What follows belongs to an exercise in optimizing a design on an open flow for small area, a short achievable clock period and few clock cycles; a production flow would make more cautious choices.
Where RTL was checked, it was by simulation tests only, not by an equivalence proof against the original.
No activity file was given, so power comes from the tool's default toggle rates.

==> raven <==
==> flow/design.v <==
module mips_mc #(
  parameter logic [31:0] RESET_PC = 32'h0000_3000,
  parameter int unsigned ADDR_W   = 32
) (
  input  logic              clk,
  input  logic              rst,
  output logic              mem_req,
  output logic              mem_we,
  output logic [ADDR_W-1:0] mem_addr,
  output logic [31:0]       mem_wdata,
  input  logic [31:0]       mem_rdata,
  input  logic              mem_ack,
  output logic [31:0]       pc_o,
  output logic              retire,
  output logic              halt
);
  localparam logic [5:0] OP_RTYPE = 6'h00;
  localparam logic [5:0] OP_J     = 6'h02;
  localparam logic [5:0] OP_JAL   = 6'h03;
  localparam logic [5:0] OP_BEQ   = 6'h04;
  localparam logic [5:0] OP_ADDI  = 6'h08;
  localparam logic [5:0] OP_ORI   = 6'h0D;
  localparam logic [5:0] OP_LUI   = 6'h0F;
  localparam logic [5:0] OP_LW    = 6'h23;
  localparam logic [5:0] OP_SW    = 6'h2B;
  localparam logic [5:0] FN_JR    = 6'h08;
  localparam logic [5:0] FN_ADDU  = 6'h21;
  localparam logic [5:0] FN_SUBU  = 6'h23;
  localparam logic [5:0] FN_SLT   = 6'h2A;
  logic s_go, s_fetch, s_exec, s_data, s_ret, s_halt;
  logic [31:0] pc, ir, a, b;
  logic c_addu, c_subu, c_slt, c_addi, c_ori, c_lui, c_jal, c_j, c_beq, c_jr;
  logic c_lw, c_sw, c_mem, c_wr;
  logic [4:0] c_dst;
  logic [5:0] f_op, f_fn;
  logic f_r, f_addu, f_subu, f_slt, f_jr, f_addi, f_ori, f_lui, f_jal, f_j, f_beq;
  logic f_lw, f_sw, f_legal, f_wr;
  logic [4:0] f_rs, f_rt, f_dst;
  assign f_op    = mem_rdata[31:26];
  assign f_fn    = mem_rdata[5:0];
  assign f_rs    = mem_rdata[25:21];
  assign f_rt    = mem_rdata[20:16];
  assign f_r     = (f_op == OP_RTYPE);
  assign f_addu  = f_r && (f_fn == FN_ADDU);
  assign f_subu  = f_r && (f_fn == FN_SUBU);
  assign f_slt   = f_r && (f_fn == FN_SLT);
  assign f_jr    = f_r && (f_fn == FN_JR);
  assign f_addi  = (f_op == OP_ADDI);
  assign f_ori   = (f_op == OP_ORI);
  assign f_lui   = (f_op == OP_LUI);
  assign f_jal   = (f_op == OP_JAL);
  assign f_j     = (f_op == OP_J);
  assign f_beq   = (f_op == OP_BEQ);
  assign f_lw    = (f_op == OP_LW);
  assign f_sw    = (f_op == OP_SW);
  assign f_legal = f_addu || f_subu || f_slt || f_jr || f_addi || f_ori || f_lui ||
                   f_jal || f_j || f_beq || f_lw || f_sw;
  assign f_dst   = f_jal ? 5'd31 : (f_r ? mem_rdata[15:11] : f_rt);
  assign f_wr    = (f_addu || f_subu || f_slt || f_addi || f_ori || f_lui || f_jal) &&
                   (f_dst != 5'd0);
  logic [15:0] imm;
  logic [31:0] simm, pc4, br_target, j_target, npc, pc_f, off_f;
  logic [31:0] pc4_r, brt_r, daddr_r;
  logic        eq_r, c_stall;
  logic [31:0] sum_i, sum_r, dif_r, res;
  logic        addi_ovf, lt;
  assign imm       = ir[15:0];
  assign simm      = {{16{imm[15]}}, imm};
  assign pc4       = pc4_r;
  assign br_target = brt_r;
  assign j_target  = {pc4[31:28], ir[25:0], 2'b00};
  assign pc_f  = fetch_npc ? npc : pc;
  assign off_f = {{14{mem_rdata[15]}}, mem_rdata[15:0], 2'b00};
  assign sum_i     = a + simm;
  assign sum_r     = a + b;
  assign dif_r     = a - b;
  assign addi_ovf  = (a[31] == imm[15]) && (sum_i[31] != a[31]);
  assign lt        = (a[31] != b[31]) ? a[31] : dif_r[31];
  always_comb begin
    npc = pc4;
    if (c_beq && eq_r)     npc = br_target;
    else if (c_j || c_jal) npc = j_target;
    else if (c_jr)         npc = a;
  end
  always_comb begin
    res = ({32{c_addu}} & sum_r) |
          ({32{c_subu}} & dif_r) |
          ({32{c_slt}}  & {31'h0, lt}) |
          ({32{c_addi}} & (addi_ovf ? b : sum_i)) |
          ({32{c_ori}}  & (a | {16'h0000, imm})) |
          ({32{c_lui}}  & {imm, 16'h0000}) |
          ({32{c_jal}}  & pc4);
  end
  logic fetch_npc, data_ph, fetch_done;
  assign fetch_npc  = (s_exec && !c_stall && !c_mem) || s_ret;
  assign data_ph    = (s_exec && !c_stall && c_mem) || s_data;
  assign mem_req    = s_fetch || fetch_npc || data_ph;
  assign mem_we     = data_ph && c_sw;
  assign mem_addr   = data_ph ? {daddr_r[31:2], 2'b00} :
                      (fetch_npc ? {npc[31:2], 2'b00} : {pc[31:2], 2'b00});
  assign mem_wdata  = b;
  assign fetch_done = (s_fetch || fetch_npc) && mem_ack;
  assign pc_o = pc;
  logic        alu_we, ld_we;
  logic [4:0]  rf_wa;
  logic [31:0] rf_wd;
  assign alu_we = s_exec && c_wr;    
  assign ld_we  = data_ph && c_lw && mem_ack;
  assign rf_wa  = c_dst;
  assign rf_wd  = c_lw ? mem_rdata : res;
  logic [31:1] vld;
  logic [31:0] q [1:31];
  logic [31:1] we_k, sel_a, sel_b;
  logic [31:0] rd_a, rd_b;
  always_comb begin
    rd_a = '0;
    rd_b = '0;
    for (int k = 1; k < 32; k++) begin
      we_k[k]  = (alu_we || ld_we) && (rf_wa == 5'(k));
      sel_a[k] = vld[k] && (f_rs == 5'(k));
      sel_b[k] = vld[k] && (f_rt == 5'(k));
      rd_a = rd_a | ({32{sel_a[k]}} & q[k]);
      rd_b = rd_b | ({32{sel_b[k]}} & q[k]);
    end
  end
  for (genvar k = 1; k < 32; k++) begin : g_rf
    logic [31:0] r;
    always_ff @(posedge clk) if (we_k[k]) r <= rf_wd;
    assign q[k] = r;
  end
  logic byp_a, byp_b;
  assign byp_a = alu_we && (c_dst == f_rs);
  assign byp_b = alu_we && (c_dst == f_rt);
  logic stall_f;
  logic [31:0] simm_f;
  assign simm_f  = {{16{mem_rdata[15]}}, mem_rdata[15:0]};
  assign stall_f = ((f_lw || f_sw) && byp_a) || (f_beq && (byp_a || byp_b));
  always_ff @(posedge clk or negedge rst) begin
    if (!rst) begin
      s_go    <= 1'b1;
      s_fetch <= 1'b0;
      s_exec  <= 1'b0;
      s_data  <= 1'b0;
      s_ret   <= 1'b0;
      s_halt  <= 1'b0;
      halt    <= 1'b0;
      retire  <= 1'b0;
      pc      <= RESET_PC;
      vld     <= '0;
    end else begin
      s_go    <= 1'b0;
      s_fetch <= s_go || ((s_fetch || fetch_npc) && !mem_ack);
      s_exec  <= (fetch_done && f_legal) || (s_exec && c_stall);
      s_data  <= data_ph && !mem_ack;
      s_ret   <= data_ph && mem_ack;
      s_halt  <= s_halt || (fetch_done && !f_legal);
      halt    <= s_halt || (fetch_done && !f_legal);
      retire  <= (fetch_done && f_legal && !f_lw && !f_sw && !stall_f) ||
                 (s_exec && c_stall && !c_mem) || (data_ph && mem_ack);
      if (fetch_npc) pc <= npc;
      vld     <= vld | we_k;
    end
  end
  always_ff @(posedge clk or negedge rst) begin
    if (!rst) begin
      ir     <= '0;
      daddr_r <= '0;
      eq_r   <= 1'b0;
      c_stall <= 1'b0;
      pc4_r  <= '0;
      brt_r  <= '0;
      a      <= '0;
      b      <= '0;
      c_addu <= 1'b0;
      c_subu <= 1'b0;
      c_slt  <= 1'b0;
      c_addi <= 1'b0;
      c_ori  <= 1'b0;
      c_lui  <= 1'b0;
      c_jal  <= 1'b0;
      c_j    <= 1'b0;
      c_beq  <= 1'b0;
      c_jr   <= 1'b0;
      c_lw   <= 1'b0;
      c_sw   <= 1'b0;
      c_mem  <= 1'b0;
      c_wr   <= 1'b0;
      c_dst  <= '0;
    end else if (fetch_done) begin
      ir     <= mem_rdata;
      pc4_r  <= pc_f + 32'd4;
      brt_r  <= {pc_f[31:2] - ~off_f[31:2], pc_f[1:0]};    
      a      <= byp_a ? res : rd_a;
      b      <= byp_b ? res : rd_b;
      c_addu <= f_addu;
      c_subu <= f_subu;
      c_slt  <= f_slt;
      c_addi <= f_addi;
      c_ori  <= f_ori;
      c_lui  <= f_lui;
      c_jal  <= f_jal;
      c_j    <= f_j;
      c_beq  <= f_beq;
      c_jr   <= f_jr;
      c_lw   <= f_lw;
      c_sw   <= f_sw;
      c_mem  <= f_lw || f_sw;
      c_wr   <= f_wr;
      c_dst  <= f_lw ? f_rt : f_dst;
      daddr_r <= rd_a + simm_f;
      eq_r   <= (rd_a == rd_b);
      c_stall <= stall_f;
    end else if (s_exec && c_stall) begin
      daddr_r <= sum_i;
      eq_r   <= (a == b);
      c_stall <= 1'b0;
    end
  end
endmodule
==> flow/run.sh <==
#!/bin/bash
# synth_recipe.tcl (not shown) runs the flow's synth.tcl, then flattens the netlist and writes it again
# the make line also repeats each setting of config.mk as NAME=value (left out here)
make -C /OpenROAD-flow-scripts/flow DESIGN_CONFIG=/design/flow/config.mk WORK_HOME=/design/flow/orfs CLKGATE_MAP_FILE= SYNTH_SCRIPT=/design/flow/synth_recipe.tcl finish
==> flow/config.mk <==
export PLATFORM = sky130hd
export DESIGN_NAME = mips_mc
export DESIGN_NICKNAME = mips_mc
export VERILOG_FILES = /design/flow/design.v
export SDC_FILE = /design/flow/constraint.sdc
export NUM_CORES = 4
export LEC_CHECK = 0
export CAP_MARGIN = 20
export CORE_MARGIN = 2
export CORE_UTILIZATION = 30
export GPL_ROUTABILITY_DRIVEN = 1
export PLACE_DENSITY = 0.45
export SLEW_MARGIN = 20
==> flow/constraint.sdc <==
create_clock -name core_clock -period 5.5 [get_ports {clk}]
set_input_delay 1.1000 -clock core_clock [delete_from_list [all_inputs] [get_ports {clk}]]
set_output_delay 1.1000 -clock core_clock [all_outputs]
set_load 0.01 [all_outputs]
==> fjord: changes against raven <==
--- a/flow/design.v
+++ b/flow/design.v
@@ -30,7 +30,7 @@
   logic s_go, s_fetch, s_exec, s_data, s_ret, s_halt;
   logic [31:0] pc, ir, a, b;
   logic c_addu, c_subu, c_slt, c_addi, c_ori, c_lui, c_jal, c_j, c_beq, c_jr;
-  logic c_lw, c_sw, c_mem, c_wr;
+  logic c_lw, c_sw, c_mem, c_wr, c_sub;
   logic [4:0] c_dst;
   logic [5:0] f_op, f_fn;
   logic f_r, f_addu, f_subu, f_slt, f_jr, f_addi, f_ori, f_lui, f_jal, f_j, f_beq;
@@ -62,8 +62,7 @@
   logic [31:0] simm, pc4, br_target, j_target, npc, pc_f, off_f;
   logic [31:0] pc4_r, brt_r, daddr_r;
   logic        eq_r, c_stall;
-  logic [31:0] sum_i, sum_r, dif_r, res;
-  logic        addi_ovf, lt;
+  logic [31:0] sum_i, res;
   assign imm       = ir[15:0];
   assign simm      = {{16{imm[15]}}, imm};
   assign pc4       = pc4_r;
@@ -71,26 +70,18 @@
   assign j_target  = {pc4[31:28], ir[25:0], 2'b00};
   assign pc_f  = fetch_npc ? npc : pc;
   assign off_f = {{14{mem_rdata[15]}}, mem_rdata[15:0], 2'b00};
-  assign sum_i     = a + simm;
-  assign sum_r     = a + b;
-  assign dif_r     = a - b;
-  assign addi_ovf  = (a[31] == imm[15]) && (sum_i[31] != a[31]);
-  assign lt        = (a[31] != b[31]) ? a[31] : dif_r[31];
   always_comb begin
     npc = pc4;
     if (c_beq && eq_r)     npc = br_target;
     else if (c_j || c_jal) npc = j_target;
     else if (c_jr)         npc = a;
   end
-  always_comb begin
-    res = ({32{c_addu}} & sum_r) |
-          ({32{c_subu}} & dif_r) |
-          ({32{c_slt}}  & {31'h0, lt}) |
-          ({32{c_addi}} & (addi_ovf ? b : sum_i)) |
-          ({32{c_ori}}  & (a | {16'h0000, imm})) |
-          ({32{c_lui}}  & {imm, 16'h0000}) |
-          ({32{c_jal}}  & pc4);
-  end
+  mips_mc_alu u_alu (
+    .a(a), .b(b), .imm(imm), .pc4(pc4),
+    .c_sub(c_sub), .c_addu(c_addu), .c_subu(c_subu), .c_slt(c_slt),
+    .c_addi(c_addi), .c_ori(c_ori), .c_lui(c_lui), .c_jal(c_jal),
+    .sum(sum_i), .res(res)
+  );
   logic fetch_npc, data_ph, fetch_done;
   assign fetch_npc  = (s_exec && !c_stall && !c_mem) || s_ret;
   assign data_ph    = (s_exec && !c_stall && c_mem) || s_data;
@@ -104,7 +95,7 @@
   logic        alu_we, ld_we;
   logic [4:0]  rf_wa;
   logic [31:0] rf_wd;
-  assign alu_we = s_exec && c_wr;    
+  assign alu_we = s_exec && c_wr;
   assign ld_we  = data_ph && c_lw && mem_ack;
   assign rf_wa  = c_dst;
   assign rf_wd  = c_lw ? mem_rdata : res;
@@ -161,32 +152,8 @@
       vld     <= vld | we_k;
     end
   end
-  always_ff @(posedge clk or negedge rst) begin
-    if (!rst) begin
-      ir     <= '0;
-      daddr_r <= '0;
-      eq_r   <= 1'b0;
-      c_stall <= 1'b0;
-      pc4_r  <= '0;
-      brt_r  <= '0;
-      a      <= '0;
-      b      <= '0;
-      c_addu <= 1'b0;
-      c_subu <= 1'b0;
-      c_slt  <= 1'b0;
-      c_addi <= 1'b0;
-      c_ori  <= 1'b0;
-      c_lui  <= 1'b0;
-      c_jal  <= 1'b0;
-      c_j    <= 1'b0;
-      c_beq  <= 1'b0;
-      c_jr   <= 1'b0;
-      c_lw   <= 1'b0;
-      c_sw   <= 1'b0;
-      c_mem  <= 1'b0;
-      c_wr   <= 1'b0;
-      c_dst  <= '0;
-    end else if (fetch_done) begin
+  always_ff @(posedge clk) begin
+    if (fetch_done) begin
       ir     <= mem_rdata;
       pc4_r  <= pc_f + 32'd4;
       brt_r  <= {pc_f[31:2] - ~off_f[31:2], pc_f[1:0]};    
@@ -205,6 +172,7 @@
       c_lw   <= f_lw;
       c_sw   <= f_sw;
       c_mem  <= f_lw || f_sw;
+      c_sub  <= f_subu || f_slt;
       c_wr   <= f_wr;
       c_dst  <= f_lw ? f_rt : f_dst;
       daddr_r <= rd_a + simm_f;
@@ -217,3 +185,33 @@
     end
   end
 endmodule
+module mips_mc_alu (
+  input  logic [31:0] a,
+  input  logic [31:0] b,
+  input  logic [15:0] imm,
+  input  logic [31:0] pc4,
+  input  logic        c_sub,
+  input  logic        c_addu,
+  input  logic        c_subu,
+  input  logic        c_slt,
+  input  logic        c_addi,
+  input  logic        c_ori,
+  input  logic        c_lui,
+  input  logic        c_jal,
+  output logic [31:0] sum,
+  output logic [31:0] res
+);
+  logic [31:0] simm, sum_r;
+  logic        addi_ovf, lt;
+  assign simm     = {{16{imm[15]}}, imm};
+  assign sum      = a + simm;
+  assign sum_r    = a + (b ^ {32{c_sub}}) + {31'h0, c_sub};
+  assign addi_ovf = (a[31] == imm[15]) && (sum[31] != a[31]);
+  assign lt       = (a[31] != b[31]) ? a[31] : sum_r[31];
+  assign res = ({32{c_addu || c_subu}} & sum_r) |
+               ({32{c_slt}}  & {31'h0, lt}) |
+               ({32{c_addi}} & (addi_ovf ? b : sum)) |
+               ({32{c_ori}}  & (a | {16'h0000, imm})) |
+               ({32{c_lui}}  & {imm, 16'h0000}) |
+               ({32{c_jal}}  & pc4);
+endmodule
==> flow/flow/run.sh (new file) <==
#!/bin/bash
# The standard layout (standard.sh: the standard flow's own synthesis and ORFS flow), with
# plain buf_2 cells as the port buffers instead of the delay buffers the port
# buffering picks by default. Every port still gets its buffer.
set -euo pipefail
export BUFFER_PORTS_ARGS="-buffer_cell sky130_fd_sc_hd__buf_2"
bash standard.sh > standard.log 2>&1
==> flow/standard.sh (new file) <==
#!/bin/bash
# synth_recipe.tcl (not shown) runs the flow's synth.tcl, then flattens the netlist and writes it again
# the make line also repeats each setting of config.mk as NAME=value (left out here)
make -C /OpenROAD-flow-scripts/flow DESIGN_CONFIG=/design/flow/config.mk WORK_HOME=/design/flow/orfs CLKGATE_MAP_FILE= SYNTH_SCRIPT=/design/flow/synth_recipe.tcl "${@:-finish}"
Settings changed: CTS_BUF_LIST from default to sky130_fd_sc_hd__clkbuf_8, PLACE_DENSITY 0.45 to 0.72, SETUP_SLACK_MARGIN from default to 0.8.
removed: flow/run.sh
==> comparison table <==
| item | fjord | raven |
|---|---|---|
| Outcome | complete, no violations | complete, no violations |
| Number of synthesized flops with an enable pin | 1196 | 992 |
| Max stage delay cell, worst path | sky130_fd_sc_hd__or4_1 | sky130_fd_sc_hd__fa_1 |
| Share of final-layout standard cells stronger than drive strength 1 | 26.0% | 21.1% |
| P_comb | 0.00503 W | 0.00381 W |
| Post-synthesis sequential element count | 1266 | 1265 |
| Switching portion of total power | 30.2% | 28.6% |
| Launch instance of the worst register-to-register path | ir[10] | b[10] |
| Worst Setup Slack post-DPL | -0.476 ns | -0.988 ns |
| Synthesized area divided by synthesized cell count | 12.8 µm² | 11.8 µm² |
| Critical path buffer and inverter count | 5 | 4 |
| Total Routing Usage GR | 29.2% | 35.5% |
| F_max | 213 MHz | 185 MHz |
| Met3 Routed Length | 51000 µm | 40100 µm |
| Core Footprint | 0.205 mm² | 0.212 mm² |
| Logic depth of the worst path, buffers included | 20 | 22 |
| Worst max-slew margin expressed relative to the limit | 20.5% | 10.8% |
| Internal cell power | 0.0175 W | 0.0179 W |
| Well-Tap Cells | 2688 | 2821 |
Testbench counts of fjord, summed over its fixed seeds: cycles 166,438.
For raven, only the layout was checked, not whether the RTL still works.

-- afterwards: timing with drivers on the ports --
No port has a modelled driver above. Below, the same layouts with a new extraction and two added sets of constraints. Step 1: set_driving_cell puts a clkbuf_16 on clk and a buf_2 on each other input, an assumption about the parent block. Step 2 adds t to the input delays and takes it off the output delays; t is the mean of the earliest and latest rising clock arrival at the registers after step 1. Input paths then give back, and output paths get back, about the clock's delay inside the block. Slacks: ideal / step 1 / step 2; pairs: ideal / step 1.
run | t (ns) | setup slack, ns | latest minus earliest clock arrival (ns) | pins driven straight from the clock port
raven | 0.911 | 0.100 / 0.100 / -0.703 | 0.062 / 0.062 | 1
fjord | 1.043 | 0.794 / 0.732 / -0.311 | 0.103 / 0.103 | 1
Met with ideal ports but missed after step 2: setup timing in raven and fjord. For fjord, which loses most, drivers alone change the setup slack by -0.062 ns; drivers and shift together by -1.105 ns.
